Source: an optimization exercise on an open RTL-to-GDS flow (aim: small area). Production flows keep margins and buffers that such runs may drop. In this exercise RTL edits were held to simulation tests only and were not proved equivalent to the original. Power is estimated from default activity; no workload was simulated.

===== design/flow/config.mk =====
export PLATFORM = sky130hd
export DESIGN_NAME = cpu_top
export DESIGN_NICKNAME = cpu_top
export VERILOG_FILES = /design/flow/design.v
export SDC_FILE = /design/flow/constraint.sdc
export NUM_CORES = 4
export LEC_CHECK = 0
export ABC_AREA = 1
export CAP_MARGIN = 20
export CORE_MARGIN = 2
export CORE_UTILIZATION = 40
export SLEW_MARGIN = 20

===== design/flow/flow/abc_area.script =====
strash
dch -f
map -a
strash
dch -f
map -a
topo

===== design/flow/constraint.sdc =====
create_clock -name core_clock -period 8.0 [get_ports {clk}]
set_input_delay 1.6000 -clock core_clock [delete_from_list [all_inputs] [get_ports {clk}]]
set_output_delay 1.6000 -clock core_clock [all_outputs]
set_load 0.01 [all_outputs]

===== design/flow/design.v =====
`timescale 1ns/10ps
package isa_pkg;
    localparam int INSTR_W = 18;
    localparam int OPCODE_MSB = 17;
    localparam int OPCODE_LSB = 14;
    localparam int R1_LSB = 10;
    localparam int R2_LSB = 6;
    localparam int R3_LSB = 2;
    localparam int IMM_W = 6;          
    localparam int JUMP_TGT_LSB = 4;   
    typedef enum logic [OPCODE_MSB-OPCODE_LSB:0] {
        OP_ADD     = 4'b0000,
        OP_ADDI    = 4'b0001,
        OP_NOR     = 4'b0010,
        OP_CMP     = 4'b0011,
        OP_AND     = 4'b0100,
        OP_ANDI    = 4'b0101,
        OP_NAND    = 4'b0110,
        OP_ILLEGAL = 4'b0111,   
        OP_LD      = 4'b1000,
        OP_ST      = 4'b1001,
        OP_JE      = 4'b1010,   
        OP_JA      = 4'b1011,   
        OP_JB      = 4'b1100,   
        OP_JAE     = 4'b1101,   
        OP_JBE     = 4'b1110,   
        OP_JUMP    = 4'b1111    
    } opcode_e;
endpackage
`timescale 1ns/10ps
package core_pkg;
    localparam int WORD_W = 18;
    localparam int ADDR_W = 10;       
    localparam int REG_ADDR_W = 4;
    localparam int NUM_REGS = 16;
    typedef enum logic [3:0] {
        S_INIT   = 4'd0,
        S_FETCH  = 4'd1,
        S_DECODE = 4'd2,
        S_ALU    = 4'd3,
        S_CMP    = 4'd4,
        S_LD     = 4'd5,
        S_ST     = 4'd6,
        S_JUMP   = 4'd7,
        S_WRITE  = 4'd8
    } state_e;
    typedef enum logic [1:0] {
        ALU_ADD  = 2'b00,
        ALU_NOR  = 2'b01,
        ALU_AND  = 2'b10,
        ALU_NAND = 2'b11
    } alu_op_e;
endpackage
`timescale 1ns/10ps
module fetch_unit (
    input  logic       clk,
    input  logic       reset,
    input  logic       step,
    input  logic       jump,
    input  logic [9:0] target,
    output logic [9:0] pc
);
    always_ff @(posedge clk or posedge reset) begin
        if (reset) begin
            pc <= '0;
        end else if (step & jump) begin
            pc <= target;
        end else begin
            pc <= pc + {9'd0, step};
        end
    end
endmodule
`timescale 1ns/10ps
module control_fsm (
    input  logic clk,
    input  logic reset,
    output logic p0,
    output logic p7,
    output logic p8,
    output logic [3:0] ph,
    output logic init
);
    always_ff @(posedge clk or posedge reset) begin
        if (reset) begin
            ph   <= '0;
            init <= 1'b1;
        end else begin
            ph   <= ph[3] ? 4'd0 : ph + 1'b1;
            if (p7) init <= 1'b0;
        end
    end
    assign p0 = ~|ph;
    assign p7 = &ph[2:0];
    assign p8 = ph[3];
endmodule
`timescale 1ns/10ps
module register_file (
    input  logic        clk,
    input  logic [15:0] we,
    input  logic [1:0]  wdata,
    input  logic [3:0]  raddr_a,
    input  logic [3:0]  raddr_b,
    output logic [1:0]  rdata_a,
    output logic [1:0]  rdata_b
);
    logic [8:0] lane0 [16];
    logic [8:0] lane1 [16];
    always_ff @(posedge clk) begin
        for (int r = 0; r < 16; r++) begin
            lane0[r] <= {lane0[r][0], lane0[r][8:2], we[r] ? wdata[0] : lane0[r][1]};
            lane1[r] <= {lane1[r][0], lane1[r][8:2], we[r] ? wdata[1] : lane1[r][1]};
        end
    end
    logic [15:0] head0, head1;
    always_comb begin
        for (int r = 0; r < 16; r++) begin
            head0[r] = lane0[r][0];
            head1[r] = lane1[r][0];
        end
    end
    function automatic logic sel16(input logic [15:0] d, input logic [3:0] lo, input logic [3:0] hi);
        logic [3:0] m;
        for (int g = 0; g < 4; g++) m[g] = |(d[4*g +: 4] & lo);
        sel16 = |(m & hi);
    endfunction
    logic [3:0] lo_a, hi_a, lo_b, hi_b;
    always_comb begin
        for (int i = 0; i < 4; i++) begin
            lo_a[i] = (raddr_a[1:0] == 2'(i));
            hi_a[i] = (raddr_a[3:2] == 2'(i));
            lo_b[i] = (raddr_b[1:0] == 2'(i));
            hi_b[i] = (raddr_b[3:2] == 2'(i));
        end
    end
    assign rdata_a = {sel16(head1, lo_a, hi_a), sel16(head0, lo_a, hi_a)};
    assign rdata_b = {sel16(head1, lo_b, hi_b), sel16(head0, lo_b, hi_b)};
endmodule
`timescale 1ns/10ps
module execute_unit (
    input  logic       clk,
    input  logic       reset,
    input  logic [3:0] op,
    input  logic       is_alu,
    input  logic       p0,
    input  logic       p8,
    input  logic [1:0] a,        
    input  logic [1:0] b,        
    output logic [1:0] res,
    output logic       zero_flag,
    output logic       carry_flag
);
    logic       is_cmp;
    logic       cy;
    logic       cin;
    logic [1:0] x;
    logic [2:0] sum;
    assign is_cmp = (op == 4'b0011);
    assign x      = is_cmp ? ~a : a;              
    assign cin    = p0 ? is_cmp : cy;
    assign sum    = {1'b0, x} + {1'b0, b} + {2'b00, cin};
    always_ff @(posedge clk) begin
        cy <= sum[2];
    end
    always_comb begin
        if (!is_alu) res = b;
        else begin
            case (op[2:1])
                2'b00:   res = sum[1:0];            
                2'b01:   res = ~(a | b);            
                2'b10:   res = a & b;               
                default: res = ~(a & b);            
            endcase
        end
    end
    always_ff @(posedge clk or posedge reset) begin
        if (reset) begin
            zero_flag  <= 1'b0;
            carry_flag <= 1'b0;
        end else if (is_cmp) begin
            zero_flag <= (p0 | zero_flag) & (a == b);
            if (p8) carry_flag <= ~sum[2];
        end
    end
endmodule
`timescale 1ns/10ps
module cpu_top (
    input  logic        clk,
    input  logic        reset,
    output logic [9:0]  instr_addr,
    input  logic [17:0] instr_data,
    output logic [9:0]  mem_addr,
    output logic [17:0] mem_wdata,
    output logic        mem_we,
    output logic        mem_re,
    input  logic [17:0] mem_rdata
);
    logic [3:0]  op;
    logic [3:0]  ph;
    logic        p0, p7, p8, init;
    logic        is_alu, is_cmp, is_ld, is_st, use_imm;
    logic        taken;
    logic [3:0]  ra, rb;
    logic [1:0]  a, bp, b, imm2, res, wd;
    logic [15:0] t;
    logic [3:0]  rd;
    logic [15:0] we;
    logic        zf, cf;
    assign op      = instr_data[17:14];
    assign is_alu  = ~op[3] & ~(op[1] & op[0]);
    assign is_cmp  = (op == 4'b0011);
    assign is_ld   = (op == 4'b1000);
    assign is_st   = (op == 4'b1001);
    assign use_imm = ~op[3] & ~op[1] & op[0];
    always_comb begin
        case (op)
            4'b1010: taken = zf & ~cf;
            4'b1011: taken = ~zf & ~cf;
            4'b1100: taken = cf & ~zf;
            4'b1101: taken = ~cf;
            4'b1110: taken = cf | zf;
            4'b1111: taken = 1'b1;
            default: taken = 1'b0;
        endcase
    end
    control_fsm i_control_fsm (
        .clk   (clk),
        .reset (reset),
        .p0    (p0),
        .p7    (p7),
        .p8    (p8),
        .ph    (ph),
        .init  (init)
    );
    fetch_unit i_fetch_unit (
        .clk    (clk),
        .reset  (reset),
        .step   (p7),
        .jump   (taken),
        .target (instr_data[13:4]),
        .pc     (instr_addr)
    );
    always_ff @(posedge clk) begin
        if (p7) rd <= instr_data[13:10];
    end
    always_comb begin
        for (int r = 0; r < 16; r++) we[r] = init | (rd == 4'(r));
    end
    assign wd = init ? 2'b00 : (p8 & is_ld) ? mem_rdata[1:0] : t[1:0];
    assign ra = instr_data[9:6];
    assign rb = is_alu ? instr_data[5:2] : instr_data[13:10];
    register_file i_register_file (
        .clk     (clk),
        .we      (we),
        .wdata   (wd),
        .raddr_a (ra),
        .raddr_b (rb),
        .rdata_a (a),
        .rdata_b (bp)
    );
    always_comb begin
        case (ph)
            4'd0:    imm2 = instr_data[1:0];
            4'd1:    imm2 = instr_data[3:2];
            4'd2:    imm2 = instr_data[5:4];
            default: imm2 = 2'b00;
        endcase
    end
    assign b = use_imm ? imm2 : bp;
    execute_unit i_execute_unit (
        .clk        (clk),
        .reset      (reset),
        .op         (op),
        .is_alu     (is_alu),
        .p0         (p0),
        .p8         (p8),
        .a          (a),
        .b          (b),
        .res        (res),
        .zero_flag  (zf),
        .carry_flag (cf)
    );
    always_ff @(posedge clk) begin
        if (p8 & is_ld) t <= mem_rdata[17:2];
        else            t <= {res, t[15:2]};
    end
    assign mem_addr  = instr_data[9:0];
    assign mem_re    = p7 & is_ld;
    assign mem_we    = p8 & is_st;
    assign mem_wdata = {bp, t};
endmodule

===== design/flow/standard.sh =====
#!/bin/bash
# synth_recipe.tcl (not shown) runs the flow's synth.tcl, then flattens the netlist and writes it again
# the make line also repeats each setting of config.mk as NAME=value (left out here)
make -C /OpenROAD-flow-scripts/flow DESIGN_CONFIG=/design/flow/config.mk WORK_HOME=/design/flow/orfs CLKGATE_MAP_FILE= SYNTH_SCRIPT=/design/flow/synth_recipe.tcl "${@:-finish}"

===== design/flow/flow/run.sh =====
#!/bin/bash
# The standard layout (standard.sh) with three changes:
# - synthesis maps all logic, adders included, with an area-oriented ABC script
#   (flow/abc_area.script) in place of ORFS's adder cells and ABC script;
#   everything else in synthesis is unchanged;
# - the port buffers use the smallest buffer cell;
# - the clock tree uses the given buffers and clustering, without dummy loads.
set -euo pipefail
rm -rf synth_scripts
cp -r "$FLOW_HOME/scripts" synth_scripts
cp flow/abc_area.script synth_scripts/abc_area.script
ADDER_MAP_FILE= SCRIPTS_DIR="$PWD/synth_scripts" bash standard.sh synth > run_synth.log 2>&1
export BUFFER_PORTS_ARGS="-buffer_cell sky130_fd_sc_hd__buf_1"
export CTS_ARGS="-sink_clustering_enable -repair_clock_nets -dont_use_dummy_load -buf_list sky130_fd_sc_hd__clkbuf_8 -sink_clustering_size 20 -sink_clustering_max_diameter 80"
bash standard.sh > run_standard.log 2>&1

==> results of run 1 <==
[worst max-delay path, stage by stage]
cell and delay (ns):
buf_1 0.13, nand2_1 0.10, nand2_1 0.14, o21ai_0 0.34, clkinv_1 0.14, nor2_1 0.46
a22oi_1 0.15, nand2_1 0.12, nand2_1 0.07, nand3_1 0.10, buf_1 0.20
[stage by stage]
step | hold slack (ns) | util (%) | std cells
after floorplan | 0.310 | - | 719
after global placement | 0.310 | 43.4 | 1062
after detailed placement | 0.312 | 43.4 | 1062
after CTS | 0.294 | 44.7 | 1082
after global routing | 0.303 | 44.7 | 1082
final | 0.290 | 44.7 | 1082
[path summary, 6_finish.rpt]
| path | endpoint | slack (ns) | depth (start not counted) |
|---|---|---|---|
| max | mem_wdata[16] | 2.84 | 11 |
| min reg2reg | i_register_file.lane1[6][2]$_DFF_P_ | 0.29 | 0 |
| min | i_register_file.lane1[6][2]$_DFF_P_ | 0.29 | 0 |
| max in group asynchronous | i_control_fsm.init$_DFFE_PP1P_ | 6.61 | 2 |
| max reg2reg | i_fetch_unit.pc[9]$_DFF_PP0_ | 5.24 | 19 |
| min in group asynchronous | i_fetch_unit.pc[5]$_DFF_PP0_ | 1.04 | 2 |
[final cells by class]
type	instances	area, um^2
clock buffer	20	275
fill	2001	11600
inverter	47	176
multi-input combinational	334	1610
sequential	326	6650
tap	275	344
timing repair buffer	80	312
[power by group through the flow]
stage	clock network [uW]	registers (uW)	logic, uW
after floorplan	0	1780	76.2
after global placement	0	1780	134
after detailed placement	0	1780	137
after CTS	690	1740	138
after global routing	751	1750	154
final	662	1740	137
[cells by family (layout without fill, tap and decap cells)]
kind of cell | count (synthesis) | after routing | share of synthesized area, %
xor+xnor | 5 | 5 | 0.513
buf+inv | 59 | 147 | 3.12
simple gates | 217 | 217 | 10.4
flops | 326 | 326 | 78.0
compound gates | 112 | 112 | 7.95
[per-layer routing]
| metal | vias to the layer above | part of all wire (%) | track usage, % |
|---|---|---|---|
| met1 | 2342 | 50 | 20.3 |
| met2 | 106 | 44 | 20.5 |
| li1 | 2521 | - | - |
| met4 | 0 | 2.1 | 4.25 |
| met3 | 24 | 4.1 | 2.53 |
| met5 | - | 0 | 0 |
[flip-flops by register name (all words and copies together) (netlist names)]
register                   cells
i_register_file.lane0        144
i_register_file.lane1        144
t                             16
i_fetch_unit.pc               10
i_control_fsm.ph               4
rd                             4
i_control_fsm.init             1
i_execute_unit.carry_flag      1
i_execute_unit.cy              1
i_execute_unit.zero_flag       1
[cell usage in the layout, fill, tap and decap left out, drive strengths merged, types with 3 or more instances in the layout]
cell | Yosys | routed
a21oi | 9 | 9
a22oi | 35 | 35
a31oi | 3 | 3
buf | 12 | 80
clkbuf | 0 | 20
clkinv | 47 | 47
dfrtp | 16 | 16
dfxtp | 305 | 305
edfxtp | 4 | 4
nand2 | 106 | 106
nand3 | 40 | 40
nor2 | 60 | 60
nor3 | 5 | 5
o21ai | 56 | 56
o22ai | 3 | 3
xnor2 | 3 | 3
==> impl_results.md, run 1 <==
- Post-route cell area: 9370 um^2
- Setup_tns: 0 ns
- Vias: 4993
- Die H: 150 um
- RSZ-0062 raised after global routing: false
- Outcome: timing/DRC/antenna clean
- Synth top area share: 71.6%
- Combinational power share: 5.4%
- Max cap viols: 0
- GRT Resource Usage Total: 13.8%
- Row count: 53
- Routability cong.: 0.844
- Net Sw Power: 558 uW
- Power Dens Cells: 271 nW/um^2
- CTS Hold Bufs: 0
- Cell area after placement: 9100 um^2
- Detailed-route wire length per cell: 14.3 um
- Top post-synthesis cells by area: dfxtp_1, dfrtp_1, nand2_1
- Core Region: 21000 um^2
- Asr flop ratio synth: 5.21%
- Die width: 150 um
- ANT cells: 0
- # port buffers: 77
- Syn-to-layout area delta: 9.86%
- Nets: 847
- Post-detail-place hpwl: 11.2 mm
- Critical path startpoint category: primary input
- Top_reg_cell synth: dfxtp_1
- Sequential share of the synthesized area: 78.0%
- Final hold vios: 0
- Setup violations, final: 0
- Hold crit path type: flip-flop to flip-flop
- H-tree depth: 1
- Root buffer cell: clkbuf_8
- Least-Margin Pin Slew: 0.861 ns
- GRT overflow: 0
- Initial antenna violation count: 0
- Vias in the first global route: 4447
- Pre-CTS setup slack: 2.86 ns
- CP Capture Type: primary output
- Top Ports: 78
- Residual DRC: 0
- Worst r2r src: i_control_fsm.ph[0]$_DFF_PP0_
- First-pass GRT wire length: 23.7 mm
- Syn avg cell area: 11.9 um^2
- Via density: 4.61
- FMAX: 194 MHz
- Post-Syn Area: 8530 um^2
- Clock power frac: 26.0%
- Worst setup path start: instr_data[15]
- Int Pwr: 1980 uW
- Flop pwr share: 68.6%
- Post-synth top area cell: dfxtp_1
- Fin crit share: 64.5%
- Worst skew pair latency: 0.52 ns
- Pins Over Slew Limit: 0
- Max VDD drop: 0.145 mV
- CTS tree: built
- Critical path type: primary input to primary output
- Largest net degree at the start of global routing: 30
- Post-route ant nets: 0
- CTS Buf Count: 20
- Leak: 0.00369 uW
- DR pass1 iterations: 5
- Crit path time final: 5.16 ns
- #FFs+latches synth: 326
- Synth unique cells: 25
- DRT iter0 DRCs: 261
- Setup Fix Bufs, Post-CTS: 0
- Post-synth top cells: dfxtp_1, nand2_1, nor2_1
- Min-delay src: i_register_file.lane1[6][3]$_DFF_P_
- Final Power: 2540 uW
- PostCTS Resize Cnt: 0
- PnR worst setup slack: 2.84 ns
- Clk slew on worst S/H paths: 0.11 ns
- Max Buffers Root-to-Sink: 3
- Worst Clk Skew: 0.0335 ns
- CP max FO: 8
- CTS Sinks: 326
- Switch share: 22.0%
- Worst EP arrival: 3.56 ns
- Final WL: 15.5 mm
- Layout cells sized above 1: 3.10%
- Mapped Nets: 757
- Initial Util: 40.7%
- Synthesized instance count: 719
- CP required: 6.40 ns
- Die ar.: 22500 um^2
- Post-synth EDFFs: 4
- Ys Warns: 7
- Count leader, synth: dfxtp_1
- Slew margin rel.: 42.2%
==> run 2: changes to the inputs <==
--- a/design/flow/design.v
+++ b/design/flow/design.v
@@ -85,7 +85,10 @@
             ph   <= '0;
             init <= 1'b1;
         end else begin
-            ph   <= ph[3] ? 4'd0 : ph + 1'b1;
+            ph[0] <= ~(ph[0] | ph[3]);
+            ph[1] <= ph[1] ^ ph[0];
+            ph[2] <= ph[2] ^ (ph[1] & ph[0]);
+            ph[3] <= p7;
             if (p7) init <= 1'b0;
         end
     end
==> impl_results.md, run 2 <==
- Initial antenna violation count: 0 (unchanged)
- Post-synth top cells: dfxtp_1, nand2_1, nor2_1 (unchanged)
- Clock power frac: 26.1% (was 26.0%)
- Worst skew pair latency: 0.56 ns (was 0.52 ns)
- Die H: 150 um (about the same)
- Worst EP arrival: 3.57 ns (was 3.56 ns)
- CTS Hold Bufs: 0 (unchanged)
- Register area: 6650 um^2 (unchanged)
- Most frequent cells in the layout: dfxtp_1, nand2_1, buf_1 (unchanged)
- Max VDD drop: 0.168 mV (was 0.145 mV)
- Die width: 150 um (about the same)
- DRT iter0 DRCs: 393 (was 261)
- Hold crit path type: flip-flop to flip-flop (unchanged)
- Layout cells sized above 1: 3.22% (was 3.10%)
- Row count: 53 (unchanged)
- Post-Syn Area: 8530 um^2 (about the same)
- Fin crit share: 64.6% (was 64.5%)
- Core Region: 21000 um^2 (unchanged)
- Leak: 0.00371 uW (was 0.00369 uW)
- Synth top area share: 71.6% (about the same)
- CTS Buf Count: 20 (unchanged)
- Pins Over Slew Limit: 0 (unchanged)
- Synth unique cells: 24 (was 25)
- CP required: 6.40 ns (about the same)
- Final WL: 15.0 mm (was 15.5 mm)
- Top_reg_cell synth: dfxtp_1 (unchanged)
- Setup violations, final: 0 (unchanged)
- Net Sw Power: 567 uW (was 558 uW)
- Vias in the first global route: 4423 (was 4447)
- Mapped Nets: 758 (was 757)
- Max Buffers Root-to-Sink: 3 (unchanged)
- GRT Resource Usage Total: 13.4% (was 13.8%)
- Post-detail-place hpwl: 10.4 mm (was 11.2 mm)
- CP Capture Type: primary output (unchanged)
- DR pass1 iterations: 7 (was 5)
- RSZ-0062 raised after global routing: false (unchanged)
- CP max FO: 10 (was 8)
- CTS Sinks: 326 (unchanged)
- Final hold vios: 0 (unchanged)
- Syn-to-layout area delta: 9.86% (about the same)
- Vias: 4957 (was 4993)
- GRT overflow: 0 (unchanged)
- Detailed-route wire length per cell: 13.9 um (was 14.3 um)
- PostCTS Resize Cnt: 0 (unchanged)
- Root buffer cell: clkbuf_8 (unchanged)
- Commonest non-fill, non-tap cell in the layout: dfxtp_1 (unchanged)
- Asr flop ratio synth: 5.21% (unchanged)
- Nets: 848 (was 847)
- CTS tree: built (unchanged)
- Critical path startpoint category: primary input (unchanged)
- Fillers: 1993 (was 2001)
- Residual DRC: 0 (unchanged)
- Setup Fix Bufs, Post-CTS: 0 (unchanged)
- Ys Warns: 7 (unchanged)
- Initial Util: 40.7% (about the same)
- Critical path type: primary input to primary output (unchanged)
- ANT cells: 0 (unchanged)
- PnR worst setup slack: 2.83 ns (was 2.84 ns)
- Power Dens Cells: 273 nW/um^2 (was 271 nW/um^2)
- # port buffers: 77 (unchanged)
- Post-route ant nets: 0 (unchanged)
- Largest registers: i_register_file.lane0: 144 flops, i_register_file.lane1: 144 flops, t: 16 flops (unchanged)
- FMAX: 193 MHz (was 194 MHz)
- Syn avg cell area: 11.8 um^2 (was 11.9 um^2)
- Sequential share of the synthesized area: 78.0% (about the same)
- Post-synth EDFFs: 4 (unchanged)
- First-pass GRT wire length: 23.4 mm (was 23.7 mm)
- Final Util: 44.7% (about the same)
- Int Pwr: 1990 uW (was 1980 uW)
- Flop pwr share: 68.4% (was 68.6%)
- Post-synth top area cell: dfxtp_1 (unchanged)
- Area occupied by multi-input gates: 1620 um^2 (was 1610 um^2)
- Crit path time final: 5.17 ns (was 5.16 ns)
- Slew margin rel.: 44.9% (was 42.2%)
- Via density: 4.58 (was 4.61)
- Routability cong.: 0.857 (was 0.844)
- Outcome: timing/DRC/antenna clean (unchanged)
- Top post-synthesis cells by area: dfxtp_1, nand2_1, dfrtp_1 (was dfxtp_1, dfrtp_1, nand2_1)
- Largest net degree at the start of global routing: 30 (unchanged)
- Max cap viols: 0 (unchanged)
- Die ar.: 22500 um^2 (about the same)
- Pre-CTS setup slack: 2.87 ns (was 2.86 ns)
- Least-Margin Pin Slew: 0.822 ns (was 0.861 ns)
- Worst Clk Skew: 0.0674 ns (was 0.0335 ns)
- Switch share: 22.2% (was 22.0%)
- Top Ports: 78 (unchanged)
- Count leader, synth: dfxtp_1 (unchanged)
- Setup_tns: 0 ns (unchanged)
- Worst hold slack: 0.262 ns (was 0.290 ns)
- Clk slew on worst S/H paths: 0.11 ns (about the same)
- #FFs+latches synth: 326 (unchanged)
- H-tree depth: 1 (unchanged)
- Combinational power share: 5.4% (about the same)
- Synthesized instance count: 720 (was 719)
-- run 2: stage by stage --
stage	cell area [um^2]	cells	power (uW)
floorplan	8530	720	1860
global placement	9090	1063	1920
detailed placement	9090	1063	1920
CTS	9370	1083	2580
global route	9370	1083	2670
finish	9370	1083	2550
-- run 2: cells by family after synthesis --
group,share of synthesized area [%]
AO/OA/AOI/OAI,7.57
XOR/XNOR,0.411
buffers and inverters,3.04
AND/OR/NAND/NOR,11.0
flip-flops,78.0
-- run 2: cell type report --
class / instances / area share [%]
Tap cell: 275 / 3.67
Sequential cell: 326 / 71.0
Multi-Input combinational cell: 337 / 17.3
Timing Repair Buffer: 80 / 3.32
Inverter: 45 / 1.80
Clock buffer: 20 / 2.94
-- run 2: final timing paths --
check / startpoint / to / slack, ns / cells after the start
hold / removal: i_register_file.lane1[6][6]$_DFF_P_ / i_register_file.lane1[6][5]$_DFF_P_ / 0.26 / 0
min in group asynchronous: reset / i_fetch_unit.pc[2]$_DFF_PP0_ / 1.01 / 2
setup reg to reg: i_control_fsm.ph[1]$_DFF_PP0_ / i_fetch_unit.pc[9]$_DFF_PP0_ / 5.34 / 17
hold reg to reg: i_register_file.lane1[6][6]$_DFF_P_ / i_register_file.lane1[6][5]$_DFF_P_ / 0.26 / 0
max in group asynchronous: reset / i_execute_unit.zero_flag$_DFFE_PP0N_ / 6.61 / 2
setup / recovery: instr_data[15] / mem_wdata[16] / 2.83 / 12
-- run 2: layer usage --
| layer | wire length, um | part of all wire [%] | track usage (%) |
|---|---|---|---|
| met2 | 6210 | 41 | 19.8 |
| met1 | 7490 | 50 | 19.8 |
| met5 | 0 | 0 | 0 |
| met3 | 885 | 5.9 | 2.50 |
| met4 | 424 | 2.8 | 4.62 |
-- run 2: critical path: stages --
cell      delay, ns
buf_1          0.18
nand2_1        0.10
nand2_1        0.13
clkinv_1       0.22
nand2_1        0.11
nand2_1        0.09
nor2_1         0.46
a22oi_1        0.19
nand2_1        0.11
a22oi_1        0.09
nand3_1        0.14
buf_1          0.17
-- run 2: power by group through the flow --
| stage | clock, uW | combinational, uW | sequential (uW) |
|---|---|---|---|
| 3_5_place_dp | 0 | 139 | 1790 |
| 3_3_place_gp | 0 | 137 | 1780 |
| 6_report | 667 | 139 | 1750 |
| 5_1_grt | 752 | 158 | 1760 |
| 2_1_floorplan | 0 | 77.5 | 1780 |
| 4_1_cts | 692 | 140 | 1750 |
==> run 3: changes to the inputs <==
--- a/design/flow/design.v
+++ b/design/flow/design.v
@@ -60,13 +60,20 @@
     input  logic [9:0] target,
     output logic [9:0] pc
 );
+    logic [10:0] c;
+    logic [9:0]  nxt;
+    always_comb begin
+        c[0] = step & ~jump;
+        for (int i = 0; i < 10; i++) begin
+            nxt[i]   = (step & jump) ? target[i] : pc[i] ^ c[i];
+            c[i + 1] = c[i] & pc[i];
+        end
+    end
     always_ff @(posedge clk or posedge reset) begin
         if (reset) begin
             pc <= '0;
-        end else if (step & jump) begin
-            pc <= target;
         end else begin
-            pc <= pc + {9'd0, step};
+            pc <= nxt;
         end
     end
 endmodule
@@ -260,14 +267,9 @@
         .rdata_a (a),
         .rdata_b (bp)
     );
-    always_comb begin
-        case (ph)
-            4'd0:    imm2 = instr_data[1:0];
-            4'd1:    imm2 = instr_data[3:2];
-            4'd2:    imm2 = instr_data[5:4];
-            default: imm2 = 2'b00;
-        endcase
-    end
+    assign imm2 = ({2{p0}} & instr_data[1:0])
+                | ({2{~ph[2] & ~ph[1] & ph[0]}} & instr_data[3:2])
+                | ({2{~ph[2] & ph[1] & ~ph[0]}} & instr_data[5:4]);
     assign b = use_imm ? imm2 : bp;
     execute_unit i_execute_unit (
         .clk        (clk),
--- a/design/flow/flow/run.sh
+++ b/design/flow/flow/run.sh
@@ -11,5 +11,5 @@
 cp flow/abc_area.script synth_scripts/abc_area.script
 ADDER_MAP_FILE= SCRIPTS_DIR="$PWD/synth_scripts" bash standard.sh synth > run_synth.log 2>&1
 export BUFFER_PORTS_ARGS="-buffer_cell sky130_fd_sc_hd__buf_1"
-export CTS_ARGS="-sink_clustering_enable -repair_clock_nets -dont_use_dummy_load -buf_list sky130_fd_sc_hd__clkbuf_8 -sink_clustering_size 20 -sink_clustering_max_diameter 80"
+export CTS_ARGS="-sink_clustering_enable -repair_clock_nets -dont_use_dummy_load -buf_list sky130_fd_sc_hd__clkbuf_8 -sink_clustering_size 18 -sink_clustering_max_diameter 70"
 bash standard.sh > run_standard.log 2>&1
==> impl_results.md, run 3 <==
- Commonest non-fill, non-tap cell in the layout: dfxtp_1 (unchanged)
- Cells along the critical path: buf_1 > clkinv_1 > nor2_1 > nor2_1 > clkinv_1 > nand2_1 > nand2_1 > nor2_1 > a22oi_1 > nand2_1 > a22oi_1 > nand2_1 > buf_1 (was buf_1 > nand2_1 > nand2_1 > clkinv_1 > nand2_1 > nand2_1 > nor2_1 > a22oi_1 > nand2_1 > a22oi_1 > nand3_1 > buf_1)
- Die ar.: 22400 um^2 (was 22500 um^2)
- Initial Util: 40.6% (was 40.7%)
- Post-synth top cells: dfxtp_1, nand2_1, nor2_1 (unchanged)
- Worst Clk Skew: 0.0240 ns (was 0.0674 ns)
- Worst EP arrival: 3.91 ns (was 3.57 ns)
- Nets: 840 (was 848)
- Setup Fix Bufs, Post-CTS: 0 (unchanged)
- RSZ-0062 raised after global routing: false (unchanged)
- Post-synth EDFFs: 4 (unchanged)
- Leak: 0.00371 uW (about the same)
- CTS Sinks: 326 (unchanged)
- Post-route cell area: 9370 um^2 (about the same)
- Syn avg cell area: 12.0 um^2 (was 11.8 um^2)
- PnR worst setup slack: 2.49 ns (was 2.83 ns)
- Setup violations, final: 0 (unchanged)
- Clk slew on worst S/H paths: 0.10 ns (was 0.11 ns)
- First-pass GRT wire length: 24.3 mm (was 23.4 mm)
- CP required: 6.40 ns (about the same)
- Slew margin rel.: 43.8% (was 44.9%)
- Syn-to-layout area delta: 10.2% (was 9.86%)
- Initial antenna violation count: 0 (unchanged)
- Int Pwr: 2030 uW (was 1990 uW)
- Layout cells sized above 1: 3.50% (was 3.22%)
- CTS Buf Count: 22 (was 20)
- R2R Setup Slk: 5.52 ns (was 5.34 ns)
- Most frequent cells in the layout: dfxtp_1, nand2_1, buf_1 (unchanged)
- Max cap viols: 0 (unchanged)
- Sequential share of the synthesized area: 78.3% (was 78.0%)
- Top post-synthesis cells by area: dfxtp_1, nand2_1, dfrtp_1 (unchanged)
- Switch share: 22.7% (was 22.2%)
- Post-Syn Area: 8500 um^2 (was 8530 um^2)
- Post-detail-place hpwl: 11.0 mm (was 10.4 mm)
- Synth unique cells: 24 (unchanged)
- Top_reg_cell synth: dfxtp_1 (unchanged)
- Max VDD drop: 0.123 mV (was 0.168 mV)
- Core Region: 21000 um^2 (unchanged)
- Pins Over Slew Limit: 0 (unchanged)
- Power Dens Cells: 280 nW/um^2 (was 273 nW/um^2)
- Critical path type: primary input to primary output (unchanged)
- GRT overflow: 0 (unchanged)
- Crit path time final: 5.51 ns (was 5.17 ns)
- Hold Crit Depth: 0 (unchanged)
- Setup_tns: 0 ns (unchanged)
- Worst path top cell family by delay: simple AND/OR/NAND/NOR gates (unchanged)
- Largest stage delay, worst path: 0.44 ns (was 0.46 ns)
- Cell depth of the worst setup path: 13 (was 12)
- Root buffer cell: clkbuf_8 (unchanged)
- Asr flop ratio synth: 5.21% (unchanged)
- #FFs+latches synth: 326 (unchanged)
- Final Power: 2620 uW (was 2550 uW)
- GRT Resource Usage Total: 14.1% (was 13.4%)
- DR pass1 iterations: 5 (was 7)
- CP max FO: 10 (unchanged)
- Mapped Nets: 748 (was 758)
- Flop pwr share: 67.2% (was 68.4%)
- PostCTS Resize Cnt: 0 (unchanged)
- Final WL: 15.7 mm (was 15.0 mm)
- CP Capture Type: primary output (unchanged)
- Hold crit path type: flip-flop to flip-flop (unchanged)
- Synth top area share: 71.8% (was 71.6%)
- Critical path startpoint category: primary input (unchanged)
- Count leader, synth: dfxtp_1 (unchanged)
- Max Buffers Root-to-Sink: 3 (unchanged)
- Detailed-route wire length per cell: 14.6 um (was 13.9 um)
- Worst skew pair latency: 0.52 ns (was 0.56 ns)
- Fillers: 2005 (was 1993)
- # port buffers: 77 (unchanged)
- Die H: 150 um (about the same)
- Clock power frac: 26.6% (was 26.1%)
- FMAX: 182 MHz (was 193 MHz)
- Vias: 4948 (was 4957)
- Residual DRC: 0 (unchanged)
- Ys Warns: 7 (unchanged)
- Routability cong.: 0.897 (was 0.857)
- Fin crit share: 68.8% (was 64.6%)
- Outcome: timing/DRC/antenna clean (unchanged)
- Cell area after placement: 9060 um^2 (was 9090 um^2)
- Die width: 150 um (about the same)
- Synthesized instance count: 710 (was 720)
- Via density: 4.60 (was 4.58)
- Largest registers: i_register_file.lane0: 144 flops, i_register_file.lane1: 144 flops, t: 16 flops (unchanged)
- Combinational power share: 6.1% (was 5.4%)
- Largest net degree at the start of global routing: 30 (unchanged)
- Vias in the first global route: 4505 (was 4423)
- Pre-CTS setup slack: 2.57 ns (was 2.87 ns)
- CP max stage cell: nor2_1 (unchanged)
- Crit path buf inv count: 4 (was 3)
- Least-Margin Pin Slew: 0.838 ns (was 0.822 ns)
- Post-route ant nets: 0 (unchanged)
- H-tree depth: 1 (unchanged)
- DRT iter0 DRCs: 420 (was 393)
- Worst R2R Path Depth: 12 (was 17)
- Net Sw Power: 596 uW (was 567 uW)
- Top Ports: 78 (unchanged)
- CTS Hold Bufs: 0 (unchanged)
- CTS tree: built (unchanged)
- CP most frequent cell: nand2_1 (unchanged)
- Post-synth top area cell: dfxtp_1 (unchanged)
- ANT cells: 0 (unchanged)
- Final hold vios: 0 (unchanged)
- Row count: 53 (unchanged)
[run 3: cell count changes after synthesis, moves of 3 or more]
cell      change
nand2_1       -6
nor2_1        -3
o21a_1        -3
o22ai_1       +6
clkinv_1      -4
a21oi_1       +3
o21ai_0       -4
nand4_1       -4
nand3_1       +4
[run 3: power groups by stage]
| stage | sequential [uW] | clock (uW) | combinational (uW) |
|---|---|---|---|
| floorplan | 1800 | 0 | 85.5 |
| global placement | 1800 | 0 | 157 |
| detailed placement | 1800 | 0 | 160 |
| CTS | 1760 | 722 | 162 |
| global route | 1770 | 781 | 182 |
| finish | 1760 | 697 | 161 |
[run 3: worst paths after layout]
check	start	to
setup / recovery	instr_data[15]	mem_wdata[16]
hold / removal	i_register_file.lane0[14][5]$_DFF_P_	i_register_file.lane0[14][4]$_DFF_P_
hold reg to reg	i_register_file.lane0[14][5]$_DFF_P_	i_register_file.lane0[14][4]$_DFF_P_
max in group asynchronous	reset	i_control_fsm.ph[0]$_DFF_PP0_
setup reg to reg	i_register_file.lane0[12][0]$_DFF_P_	t[15]$_DFF_P_
min in group asynchronous	reset	i_fetch_unit.pc[1]$_DFF_PP0_
[run 3: layout make-up]
| type | count | area, um^2 | share of cell area [%] |
|---|---|---|---|
| sequential | 326 | 6650 | 71.0 |
| clock buffer | 22 | 303 | 3.23 |
| timing repair buffer | 80 | 312 | 3.33 |
| tap | 275 | 344 | 3.67 |
| multi-input combinational | 331 | 1600 | 17.1 |
| inverter | 41 | 154 | 1.64 |
[run 3: stage by stage]
step	std cells	util [%]	hold WS, ns
2_1_floorplan	710	-	0.310
3_3_place_gp	1053	43.3	0.310
3_5_place_dp	1053	43.3	0.312
4_1_cts	1075	44.7	0.315
5_1_grt	1075	44.7	0.314
6_report	1075	44.7	0.311
[run 3: routing by layer]
| metal | track usage [%] | up-vias | share of wire, % |
|---|---|---|---|
| li1 | - | 2510 | - |
| met1 | 21.3 | 2227 | 50 |
| met2 | 20.2 | 173 | 41 |
| met5 | 0 | - | 0 |
| met3 | 2.71 | 38 | 5.5 |
| met4 | 4.72 | 0 | 3.0 |
[run 3: cell families (layout without fill, tap and decap cells)]
family / Yosys count / in the layout / synth area share [%]
simple gates: 214 / 214 / 10.3
xor+xnor: 5 / 5 / 0.515
flops: 326 / 326 / 78.3
buf+inv: 53 / 143 / 2.87
compound gates: 112 / 112 / 8.07
==> run 4: changes to the inputs <==
--- a/design/flow/flow/run.sh
+++ b/design/flow/flow/run.sh
@@ -11,5 +11,5 @@
 cp flow/abc_area.script synth_scripts/abc_area.script
 ADDER_MAP_FILE= SCRIPTS_DIR="$PWD/synth_scripts" bash standard.sh synth > run_synth.log 2>&1
 export BUFFER_PORTS_ARGS="-buffer_cell sky130_fd_sc_hd__buf_1"
-export CTS_ARGS="-sink_clustering_enable -repair_clock_nets -dont_use_dummy_load -buf_list sky130_fd_sc_hd__clkbuf_8 -sink_clustering_size 18 -sink_clustering_max_diameter 70"
+export CTS_ARGS="-sink_clustering_enable -repair_clock_nets -dont_use_dummy_load -buf_list sky130_fd_sc_hd__clkbuf_8 -sink_clustering_size 20 -sink_clustering_max_diameter 60"
 bash standard.sh > run_standard.log 2>&1
==> impl_results.md, run 4 <==
- Outcome: timing/DRC/antenna clean (unchanged)
- Max VDD drop: 0.113 mV (was 0.123 mV)
- Post-detail-place hpwl: 11.0 mm (unchanged)
- RSZ-0062 raised after global routing: false (unchanged)
- Final WL: 15.6 mm (was 15.7 mm)
- Setup Fix Bufs, Post-CTS: 0 (unchanged)
- CTS Sinks: 326 (unchanged)
- Fin crit share: 69.0% (was 68.8%)
- Asr flop ratio synth: 5.21% (unchanged)
- Worst R2R Path Depth: 12 (unchanged)
- Final Util: 44.6% (was 44.7%)
- Die width: 150 um (unchanged)
- Area occupied by multi-input gates: 1600 um^2 (unchanged)
- Post-Syn Area: 8500 um^2 (unchanged)
- Register area: 6650 um^2 (unchanged)
- Ys Warns: 7 (unchanged)
- CTS Buf Count: 21 (was 22)
- Count leader, synth: dfxtp_1 (unchanged)
- Commonest non-fill, non-tap cell in the layout: dfxtp_1 (unchanged)
- CP most frequent cell: nand2_1 (unchanged)
- GRT overflow: 0 (unchanged)
- Initial antenna violation count: 0 (unchanged)
- DRT iter0 DRCs: 442 (was 420)
- Worst skew pair latency: 0.54 ns (was 0.52 ns)
- Syn-to-layout area delta: 10.1% (was 10.2%)
- Synth top area share: 71.8% (unchanged)
- Worst setup path start: instr_data[15] (unchanged)
- Setup violations, final: 0 (unchanged)
- Via density: 4.60 (about the same)
- ANT cells: 0 (unchanged)
- Crit path time final: 5.52 ns (was 5.51 ns)
- Post-synth top area cell: dfxtp_1 (unchanged)
- Syn avg cell area: 12.0 um^2 (unchanged)
- Top post-synthesis cells by area: dfxtp_1, nand2_1, dfrtp_1 (unchanged)
- Top_reg_cell synth: dfxtp_1 (unchanged)
- Cells along the critical path: buf_1 > clkinv_1 > nor2_1 > nor2_1 > clkinv_1 > nand2_1 > nand2_1 > nor2_1 > a22oi_1 > nand2_1 > a22oi_1 > nand2_1 > buf_1 (unchanged)
- Critical path type: primary input to primary output (unchanged)
- Worst EP arrival: 3.92 ns (was 3.91 ns)
- Sequential share of the synthesized area: 78.3% (unchanged)
- # port buffers: 77 (unchanged)
- Max cap viols: 0 (unchanged)
- Synthesized instance count: 710 (unchanged)
- CP max FO: 10 (unchanged)
- Hold crit path type: flip-flop to flip-flop (unchanged)
- R2r endpoint: t[15]$_DFF_P_ (unchanged)
- Post-route ant nets: 0 (unchanged)
- Critical Path End: mem_wdata[16] (unchanged)
- Most frequent cells in the layout: dfxtp_1, nand2_1, buf_1 (unchanged)
- Largest net degree at the start of global routing: 30 (unchanged)
- Worst r2r src: i_register_file.lane0[12][0]$_DFF_P_ (unchanged)
- PostCTS Resize Cnt: 0 (unchanged)
- Vias in the first global route: 4465 (was 4505)
- Power Dens Cells: 278 nW/um^2 (was 280 nW/um^2)
- Cell depth of the worst setup path: 13 (unchanged)
- Pins Over Slew Limit: 0 (unchanged)
- Critical path startpoint category: primary input (unchanged)
- Synth unique cells: 24 (unchanged)
- #FFs+latches synth: 326 (unchanged)
- CP required: 6.40 ns (about the same)
- Slew margin rel.: 43.6% (was 43.8%)
- Worst Clk Skew: 0.0651 ns (was 0.0240 ns)
- Mapped Nets: 748 (unchanged)
- CP Capture Type: primary output (unchanged)
- Routability cong.: 0.897 (unchanged)
- Detailed-route wire length per cell: 14.5 um (was 14.6 um)
- Fillers: 2000 (was 2005)
- Crit path buf inv count: 4 (unchanged)
- Top Ports: 78 (unchanged)
- Final hold vios: 0 (unchanged)
- Max Buffers Root-to-Sink: 3 (unchanged)
- Post-synth top cells: dfxtp_1, nand2_1, nor2_1 (unchanged)
- Layout cells sized above 1: 3.38% (was 3.50%)
- GRT Resource Usage Total: 14.1% (about the same)
- CTS Hold Bufs: 0 (unchanged)
- Worst path top cell family by delay: simple AND/OR/NAND/NOR gates (unchanged)
- H-tree depth: 1 (unchanged)
- CP max stage cell: nor2_1 (unchanged)
- DR pass1 iterations: 5 (unchanged)
- Nets: 839 (was 840)
- Clk slew on worst S/H paths: 0.10 ns (about the same)
- Die H: 150 um (unchanged)
- Vias: 4942 (was 4948)
- Core Region: 21000 um^2 (unchanged)
- Largest stage delay, worst path: 0.45 ns (was 0.44 ns)
- First-pass GRT wire length: 24.3 mm (about the same)
- FMAX: 181 MHz (was 182 MHz)
- Die ar.: 22400 um^2 (unchanged)
- Initial Util: 40.6% (unchanged)
- Largest registers: i_register_file.lane0: 144 flops, i_register_file.lane1: 144 flops, t: 16 flops (unchanged)
- Residual DRC: 0 (unchanged)
- CTS tree: built (unchanged)
- Least-Margin Pin Slew: 0.841 ns (was 0.838 ns)
- Root buffer cell: clkbuf_8 (unchanged)
- R2R Setup Slk: 5.51 ns (was 5.52 ns)
- Row count: 53 (unchanged)
- Post-synth EDFFs: 4 (unchanged)
- Setup_tns: 0 ns (unchanged)
- Leak: 0.00370 uW (was 0.00371 uW)
## run 4: cell counts after synthesis
Identical to the previous run, type by type.
## run 4: where the power goes
group / internal [uW] / leakage, uW / switching (uW)
Clock: 237 / 0.000151 / 440
Combinational: 56.6 / 0.000792 / 104
Sequential: 1720 / 0.00276 / 42.7
## run 4: routing by layer
layer	up-vias	GRT usage (%)	wire (um)
met5	-	0	0
met4	0	4.72	434
met3	31	2.47	753
met2	146	20.0	6600
met1	2256	21.5	7780
li1	2509	-	-
## run 4: worst reg2reg max path, cell delays in order (launching register included)
cell      delay (ns)
dfxtp_1         0.39
a22oi_1         0.23
nand2_1         0.08
a22oi_1         0.17
nand2_1         0.14
o21ai_0         0.18
clkinv_1        0.16
or2_2           0.32
a21boi_0        0.28
nor2_1          0.07
o21ai_0         0.18
nand3_1         0.09
a21oi_1         0.14
## run 4: kinds of logic (layout without fill, tap and decap cells)
| kind of cell | after synthesis | count (layout) | share of synthesized area [%] |
|---|---|---|---|
| AOI/OAI and AO/OA | 112 | 112 | 8.07 |
| xor gates and xnor gates | 5 | 5 | 0.515 |
| buffers and inverters | 53 | 142 | 2.87 |
| DFF | 326 | 326 | 78.3 |
| and+or+nand+nor | 214 | 214 | 10.3 |
## run 4: worst min-delay path by stage
stage | startpoint | endpoint | slack, ns | cells past startpoint
detailed placement | i_register_file.lane0[0][5]$_DFF_P_ | i_register_file.lane0[0][4]$_DFF_P_ | 0.31 | 0
finish | i_register_file.lane0[13][4]$_DFF_P_ | i_register_file.lane0[13][3]$_DFF_P_ | 0.25 | 0
global placement | i_register_file.lane0[8][7]$_DFF_P_ | i_register_file.lane0[8][6]$_DFF_P_ | 0.31 | 0
global route | i_register_file.lane0[13][4]$_DFF_P_ | i_register_file.lane0[13][3]$_DFF_P_ | 0.26 | 0
CTS | i_register_file.lane0[13][4]$_DFF_P_ | i_register_file.lane0[13][3]$_DFF_P_ | 0.25 | 0
floorplan | i_register_file.lane0[0][2]$_DFF_P_ | i_register_file.lane0[0][1]$_DFF_P_ | 0.31 | 0
## run 4: area by class of cell
type,count,area share [%]
flip-flops and latches,326,71.1
multi-input cells,331,17.1
well taps,275,3.68
repair buffers,80,3.33
clock buffers,21,3.09
inverters,41,1.65
## run 4: metrics by stage
stage | cell area [um^2] | setup slack [ns] | instances | total power, uW | hold slack (ns)
after floorplan | 8500 | 3.27 | 710 | 1890 | 0.310
after global placement | 9060 | 2.72 | 1053 | 1960 | 0.310
after detailed placement | 9060 | 2.57 | 1053 | 1960 | 0.312
after CTS | 9350 | 2.55 | 1074 | 2630 | 0.248
after global routing | 9350 | 2.17 | 1074 | 2720 | 0.258
final | 9350 | 2.48 | 1074 | 2600 | 0.250
==> run 5: changes to the inputs <==
--- a/design/flow/flow/run.sh
+++ b/design/flow/flow/run.sh
@@ -11,5 +11,5 @@
 cp flow/abc_area.script synth_scripts/abc_area.script
 ADDER_MAP_FILE= SCRIPTS_DIR="$PWD/synth_scripts" bash standard.sh synth > run_synth.log 2>&1
 export BUFFER_PORTS_ARGS="-buffer_cell sky130_fd_sc_hd__buf_1"
-export CTS_ARGS="-sink_clustering_enable -repair_clock_nets -dont_use_dummy_load -buf_list sky130_fd_sc_hd__clkbuf_8 -sink_clustering_size 20 -sink_clustering_max_diameter 60"
+export CTS_ARGS="-sink_clustering_enable -repair_clock_nets -dont_use_dummy_load -buf_list sky130_fd_sc_hd__clkbuf_8 -root_buf sky130_fd_sc_hd__clkbuf_4 -sink_clustering_size 20 -sink_clustering_max_diameter 60"
 bash standard.sh > run_standard.log 2>&1
==> impl_results.md, run 5 <==
- Outcome: timing/DRC/antenna clean (unchanged)
- Initial Util: 40.6% (unchanged)
- Pins Over Slew Limit: 0 (unchanged)
- Syn-to-layout area delta: 9.92% (was 10.1%)
- Met2 wire length: 6.61 mm (was 6.60 mm)
- Sequential share of the synthesized area: 78.3% (unchanged)
- PnR worst setup slack: 2.48 ns (about the same)
- Cells along the critical path: buf_1 > clkinv_1 > nor2_1 > nor2_1 > clkinv_1 > nand2_1 > nand2_1 > nor2_1 > a22oi_1 > nand2_1 > a22oi_1 > nand2_1 > buf_1 (unchanged)
- Via density: 4.58 (was 4.60)
- Residual DRC: 0 (unchanged)
- Setup Fix Bufs, Post-CTS: 0 (unchanged)
- GRT Resource Usage Total: 14.0% (was 14.1%)
- Root buffer cell: clkbuf_4 (was clkbuf_8)
- Row count: 53 (unchanged)
- Hold crit path type: flip-flop to flip-flop (unchanged)
- Largest registers: i_register_file.lane0: 144 flops, i_register_file.lane1: 144 flops, t: 16 flops (unchanged)
- CP Capture Type: primary output (unchanged)
- Clk slew on worst S/H paths: 0.11 ns (was 0.10 ns)
- # port buffers: 77 (unchanged)
- Slew margin rel.: 43.6% (about the same)
- RSZ-0062 raised after global routing: false (unchanged)
- DRT iter0 DRCs: 411 (was 442)
- DR pass1 iterations: 5 (unchanged)
- Commonest non-fill, non-tap cell in the layout: dfxtp_1 (unchanged)
- Leak: 0.00369 uW (was 0.00370 uW)
- CP most frequent cell: nand2_1 (unchanged)
- CTS Sinks: 326 (unchanged)
- CTS tree: built (unchanged)
- Crit path time final: 5.52 ns (about the same)
- Worst hold slack: 0.250 ns (about the same)
- CTS Buf Count: 21 (unchanged)
- Final hold vios: 0 (unchanged)
- Top Ports: 78 (unchanged)
- Least-Margin Pin Slew: 0.841 ns (about the same)
- Top Layer Used: met4 (unchanged)
- Largest net degree at the start of global routing: 30 (unchanged)
- Asr flop ratio synth: 5.21% (unchanged)
- Ys Warns: 7 (unchanged)
- Largest stage delay, worst path: 0.45 ns (about the same)
- Post-detail-place hpwl: 11.0 mm (unchanged)
- Metal3 WL: 870 um (was 753 um)
- Die H: 150 um (unchanged)
- Critical path startpoint category: primary input (unchanged)
- Worst skew pair latency: 0.65 ns (was 0.54 ns)
- Max cap viols: 0 (unchanged)
- Core Region: 21000 um^2 (unchanged)
- Post-Syn Area: 8500 um^2 (unchanged)
- Final WL: 15.6 mm (about the same)
- Count leader, synth: dfxtp_1 (unchanged)
- Fin crit share: 69.0% (about the same)
- Post-synth EDFFs: 4 (unchanged)
- Power Dens Cells: 276 nW/um^2 (was 278 nW/um^2)
- CP required: 6.40 ns (about the same)
- Die width: 150 um (unchanged)
- CP max stage cell: nor2_1 (unchanged)
- FMAX: 181 MHz (about the same)
- GRT overflow: 0 (unchanged)
- Initial antenna violation count: 1 (was 0)
- Worst EP arrival: 3.92 ns (about the same)
- Detailed-route wire length per cell: 14.5 um (about the same)
- Most frequent cells in the layout: dfxtp_1, nand2_1, buf_1 (unchanged)
- Post-synth top cells: dfxtp_1, nand2_1, nor2_1 (unchanged)
- Setup_tns: 0 ns (unchanged)
- Setup violations, final: 0 (unchanged)
- #FFs+latches synth: 326 (unchanged)
- Layout cells sized above 1: 3.38% (unchanged)
- Max VDD drop: 0.109 mV (was 0.113 mV)
- Routability cong.: 0.897 (unchanged)
- Top post-synthesis cells by area: dfxtp_1, nand2_1, dfrtp_1 (unchanged)
- Worst Clk Skew: 0.0660 ns (was 0.0651 ns)
- PostCTS Resize Cnt: 0 (unchanged)
- H-tree depth: 1 (unchanged)
- CTS Hold Bufs: 0 (unchanged)
- Critical path type: primary input to primary output (unchanged)
- Pre-CTS setup slack: 2.57 ns (unchanged)
- Nets: 839 (unchanged)
- Top_reg_cell synth: dfxtp_1 (unchanged)
- Die ar.: 22400 um^2 (unchanged)
- Post-route ant nets: 0 (unchanged)
- Mapped Nets: 748 (unchanged)
- Synthesized instance count: 710 (unchanged)
- Vias: 4932 (was 4942)
- Post-synth top area cell: dfxtp_1 (unchanged)
- Max Buffers Root-to-Sink: 3 (unchanged)
- WL met1: 7.81 mm (was 7.78 mm)
- First-pass GRT wire length: 24.2 mm (was 24.3 mm)
- Vias in the first global route: 4456 (was 4465)
- CP max FO: 10 (unchanged)
- Synth top area share: 71.8% (unchanged)
- Syn avg cell area: 12.0 um^2 (unchanged)
- Synth unique cells: 24 (unchanged)
run 5: layout make-up:
cell class	count	area [um^2]
inverters	41	154
flip-flops and latches	326	6650
well taps	275	344
fillers	2004	11600
clock buffers	21	270
diodes	3	7.51
repair buffers	80	312
multi-input cells	331	1600
run 5: final timing paths:
kind / cells after the start / endpoint / slack, ns / start
worst max-delay path: 13 / mem_wdata[16] / 2.48 / instr_data[15]
worst max register to register: 12 / t[15]$_DFF_P_ / 5.53 / i_register_file.lane0[13][0]$_DFF_P_
max in group asynchronous: 2 / i_control_fsm.init$_DFFE_PP1P_ / 6.71 / reset
min in group asynchronous: 2 / i_fetch_unit.pc[1]$_DFF_PP0_ / 0.91 / reset
worst min-delay path: 0 / i_register_file.lane0[13][3]$_DFF_P_ / 0.25 / i_register_file.lane0[13][4]$_DFF_P_
worst min register to register: 0 / i_register_file.lane0[13][3]$_DFF_P_ / 0.25 / i_register_file.lane0[13][4]$_DFF_P_
run 5: report_power, final:
group          switching (uW)  internal (uW)
sequential               42.8           1720
clock                     437            218
combinational             105           56.6
total                     584           1990
run 5: metal layers:
layer | global-route usage, % | up-vias
met2 | 20.0 | 152
li1 | - | 2514
met5 | 0 | -
met3 | 2.65 | 25
met4 | 3.82 | 0
met1 | 21.5 | 2241
run 5: critical path, delay by kind of cell:
family / cells / cell delay (ns)
AO/OA/AOI/OAI: 2 / 0.27
AND/OR/NAND/NOR: 7 / 1.41
buffers and inverters: 4 / 0.64
run 5: metrics by stage:
stage / instances / util, % / power [uW] / cell area (um^2)
floorplan: 710 / - / 1890 / 8500
global placement: 1053 / 43.3 / 1960 / 9060
detailed placement: 1053 / 43.3 / 1960 / 9060
CTS: 1074 / 44.5 / 2610 / 9340
global route: 1077 / 44.6 / 2700 / 9340
finish: 1077 / 44.6 / 2580 / 9340
run 5: cells by family (layout without fill, tap and decap cells):
kind of cell	count (synthesis)	count (layout)	synth area share, %
AND/OR/NAND/NOR	214	214	10.3
AO/OA/AOI/OAI	112	112	8.07
other	0	3	0
buffers and inverters	53	142	2.87
flip-flops	326	326	78.3
XOR/XNOR	5	5	0.515
==> run 6: changes to the inputs <==
--- a/design/flow/config.mk
+++ b/design/flow/config.mk
@@ -6,7 +6,7 @@
 export NUM_CORES = 4
 export LEC_CHECK = 0
 export ABC_AREA = 1
-export CAP_MARGIN = 20
+export CAP_MARGIN = 5
 export CORE_MARGIN = 2
 export CORE_UTILIZATION = 40
-export SLEW_MARGIN = 20
+export SLEW_MARGIN = 5
==> impl_results.md, run 6 <==
- Root buffer cell: clkbuf_4 (unchanged)
- CP most frequent cell: nand2_1 (unchanged)
- Hold endpoint: i_register_file.lane0[13][3]$_DFF_P_ (unchanged)
- First-pass GRT wire length: 24.2 mm (unchanged)
- Setup_tns: 0 ns (unchanged)
- Max Buffers Root-to-Sink: 3 (unchanged)
- CP max stage cell: nor2_1 (unchanged)
- Clk slew on worst S/H paths: 0.11 ns (about the same)
- Hold Crit Depth: 0 (unchanged)
- Critical path startpoint category: primary input (unchanged)
- Residual DRC: 0 (unchanged)
- FMAX: 181 MHz (unchanged)
- Final Power: 2580 uW (unchanged)
- Leak: 0.00369 uW (unchanged)
- Synth unique cells: 24 (unchanged)
- DRT iter0 DRCs: 411 (unchanged)
- Core Region: 21000 um^2 (unchanged)
- Post-detail-place hpwl: 11.0 mm (unchanged)
- Critical path type: primary input to primary output (unchanged)
- Post-synth top cells: dfxtp_1, nand2_1, nor2_1 (unchanged)
- GRT Resource Usage Total: 14.0% (unchanged)
- Count leader, synth: dfxtp_1 (unchanged)
- Asr flop ratio synth: 5.21% (unchanged)
- Final WL: 15.6 mm (unchanged)
- Slew margin rel.: 43.6% (unchanged)
- # port buffers: 77 (unchanged)
- Row count: 53 (unchanged)
- Worst path top cell family by delay: simple AND/OR/NAND/NOR gates (unchanged)
- Worst skew pair latency: 0.65 ns (about the same)
- Crit path time final: 5.52 ns (unchanged)
- R2r endpoint: t[15]$_DFF_P_ (unchanged)
- DR pass1 iterations: 5 (unchanged)
- Top_reg_cell synth: dfxtp_1 (unchanged)
- Outcome: timing/DRC/antenna clean (unchanged)
- Mapped Nets: 748 (unchanged)
- Nets: 839 (unchanged)
- Top Ports: 78 (unchanged)
- Post-synth top area cell: dfxtp_1 (unchanged)
- GRT overflow: 0 (unchanged)
- RSZ-0062 raised after global routing: false (unchanged)
- Synth top area share: 71.8% (unchanged)
- Worst setup path start: instr_data[15] (unchanged)
- Worst r2r src: i_register_file.lane0[13][0]$_DFF_P_ (unchanged)
- CTS tree: built (unchanged)
- Sequential share of the synthesized area: 78.3% (unchanged)
- Die H: 150 um (unchanged)
- Post-synth EDFFs: 4 (unchanged)
- Largest net degree at the start of global routing: 30 (unchanged)
- Layout cells sized above 1: 3.38% (unchanged)
- Register area: 6650 um^2 (unchanged)
- Vias in the first global route: 4456 (unchanged)
- Power Dens Cells: 276 nW/um^2 (unchanged)
- Die ar.: 22400 um^2 (unchanged)
- Initial antenna violation count: 1 (unchanged)
- Worst EP arrival: 3.92 ns (about the same)
- CP required: 6.40 ns (about the same)
- CTS Hold Bufs: 0 (unchanged)
- Die width: 150 um (unchanged)
- Max VDD drop: 0.109 mV (unchanged)
- Worst Clk Skew: 0.0660 ns (unchanged)
- Pins Over Slew Limit: 0 (unchanged)
- Min-delay src: i_register_file.lane0[13][4]$_DFF_P_ (unchanged)
- Hold crit path type: flip-flop to flip-flop (unchanged)
- Ys Warns: 7 (unchanged)
- #FFs+latches synth: 326 (unchanged)
- Final hold vios: 0 (unchanged)
- Crit path buf inv count: 4 (unchanged)
- Syn-to-layout area delta: 9.92% (unchanged)
- Syn avg cell area: 12.0 um^2 (unchanged)
- Most frequent cells in the layout: dfxtp_1, nand2_1, buf_1 (unchanged)
- Setup violations, final: 0 (unchanged)
- CP max FO: 10 (unchanged)
- Vias: 4932 (unchanged)
- Fin crit share: 69.0% (unchanged)
- Cells along the critical path: buf_1 > clkinv_1 > nor2_1 > nor2_1 > clkinv_1 > nand2_1 > nand2_1 > nor2_1 > a22oi_1 > nand2_1 > a22oi_1 > nand2_1 > buf_1 (unchanged)
- Area occupied by multi-input gates: 1600 um^2 (unchanged)
- Post-route ant nets: 0 (unchanged)
- Worst R2R Path Depth: 12 (unchanged)
- Largest stage delay, worst path: 0.45 ns (about the same)
- Via density: 4.58 (unchanged)
- Top post-synthesis cells by area: dfxtp_1, nand2_1, dfrtp_1 (unchanged)
- Initial Util: 40.6% (unchanged)
- CTS Sinks: 326 (unchanged)
- Max cap viols: 0 (unchanged)
- H-tree depth: 1 (unchanged)
- Setup Fix Bufs, Post-CTS: 0 (unchanged)
- Largest registers: i_register_file.lane0: 144 flops, i_register_file.lane1: 144 flops, t: 16 flops (unchanged)
- CP Capture Type: primary output (unchanged)
- PostCTS Resize Cnt: 0 (unchanged)
- Synthesized instance count: 710 (unchanged)
- R2R Setup Slk: 5.53 ns (about the same)
- Routability cong.: 0.897 (unchanged)
- Post-Syn Area: 8500 um^2 (unchanged)
- CTS Buf Count: 21 (unchanged)
- Least-Margin Pin Slew: 0.841 ns (unchanged)
- Detailed-route wire length per cell: 14.5 um (unchanged)
- Commonest non-fill, non-tap cell in the layout: dfxtp_1 (unchanged)
- Fillers: 2004 (unchanged)
==> run 6: cell counts after synthesis <==
No cell type changed its count.
==> run 6: layer usage <==
metal	vias to the layer above	routed length (um)	GRT usage, %
li1	2514	-	-
met1	2241	7810	21.5
met2	152	6610	20.0
met4	0	364	3.82
met5	-	0	0
met3	25	870	2.65
==> run 6: kinds of logic (layout without fill, tap and decap cells) <==
kind of cell | Yosys count | in the layout | share of synthesized area [%]
AND/OR/NAND/NOR | 214 | 214 | 10.3
AO/OA/AOI/OAI | 112 | 112 | 8.07
XOR/XNOR | 5 | 5 | 0.515
other | 0 | 3 | 0
flip-flops | 326 | 326 | 78.3
buffers and inverters | 53 | 142 | 2.87
==> run 6: power breakdown <==
part / internal (uW) / total, uW / switching, uW
combinational: 56.6 / 161 / 105
sequential: 1720 / 1760 / 42.8
clock: 218 / 655 / 437
==> run 6: final cells by class <==
class                           instances  area share (%)
Inverter                               41            1.65
Clock buffer                           21            2.89
Sequential cell                       326            71.2
Timing Repair Buffer                   80            3.33
Antenna cell                            3          0.0804
Multi-Input combinational cell        331            17.2
Tap cell                              275            3.68
==> run 6: through the flow <==
step	cell area [um^2]	hold slack [ns]	cells	setup WS, ns	util, %
final	9340	0.250	1077	2.48	44.6
after global placement	9060	0.310	1053	2.72	43.3
after floorplan	8500	0.310	710	3.27	-
after detailed placement	9060	0.312	1053	2.57	43.3
after global routing	9340	0.258	1077	2.17	44.6
after CTS	9340	0.248	1074	2.55	44.5
==> run 6: worst max-delay path by stage <==
stage | end | slack, ns | depth (start not counted)
after floorplan | mem_wdata[16] | 3.27 | 12
after global placement | mem_wdata[16] | 2.72 | 12
after detailed placement | mem_wdata[16] | 2.57 | 13
after CTS | mem_wdata[17] | 2.55 | 12
after global routing | mem_wdata[16] | 2.17 | 12
final | mem_wdata[16] | 2.48 | 13

-- afterwards: timing with drivers on the ports --
How much do the figures lean on ideal ports? The routed layouts below were timed once more, with nothing changed but the port constraints. Step 1 (the two cells are an assumption about what drives the block):
set clk [get_ports {clk}]
set_driving_cell -lib_cell sky130_fd_sc_hd__clkbuf_16 $clk
set_driving_cell -lib_cell sky130_fd_sc_hd__buf_2 [delete_from_list [all_inputs] $clk]
Step 2, shift: input delay + t, output delay - t, t = (earliest + latest rising clock arrival at the registers) / 2. This alone moves slack from input paths to output paths. a / b / c = ideal ports / drivers / drivers and shift; a / b = the first two.
| run | shift t [ns] | setup WS [ns] | latest minus earliest clock arrival (ns) |
|---|---|---|---|
| run 1 | 0.547 | 2.837 / 2.818 / 2.818 | 0.038 / 0.037 |
| run 2 | 0.564 | 2.829 / 2.806 / 2.806 | 0.070 / 0.069 |
| run 3 | 0.558 | 2.494 / 2.463 / 2.463 | 0.038 / 0.038 |
| run 4 | 0.546 | 2.479 / 2.448 / 2.448 | 0.074 / 0.073 |
| run 5 | 0.662 | 2.476 / 2.445 / 2.445 | 0.076 / 0.076 |
| run 6 | 0.662 | 2.476 / 2.445 / 2.445 | 0.076 / 0.076 |
After both steps setup and hold are still met in every run listed.
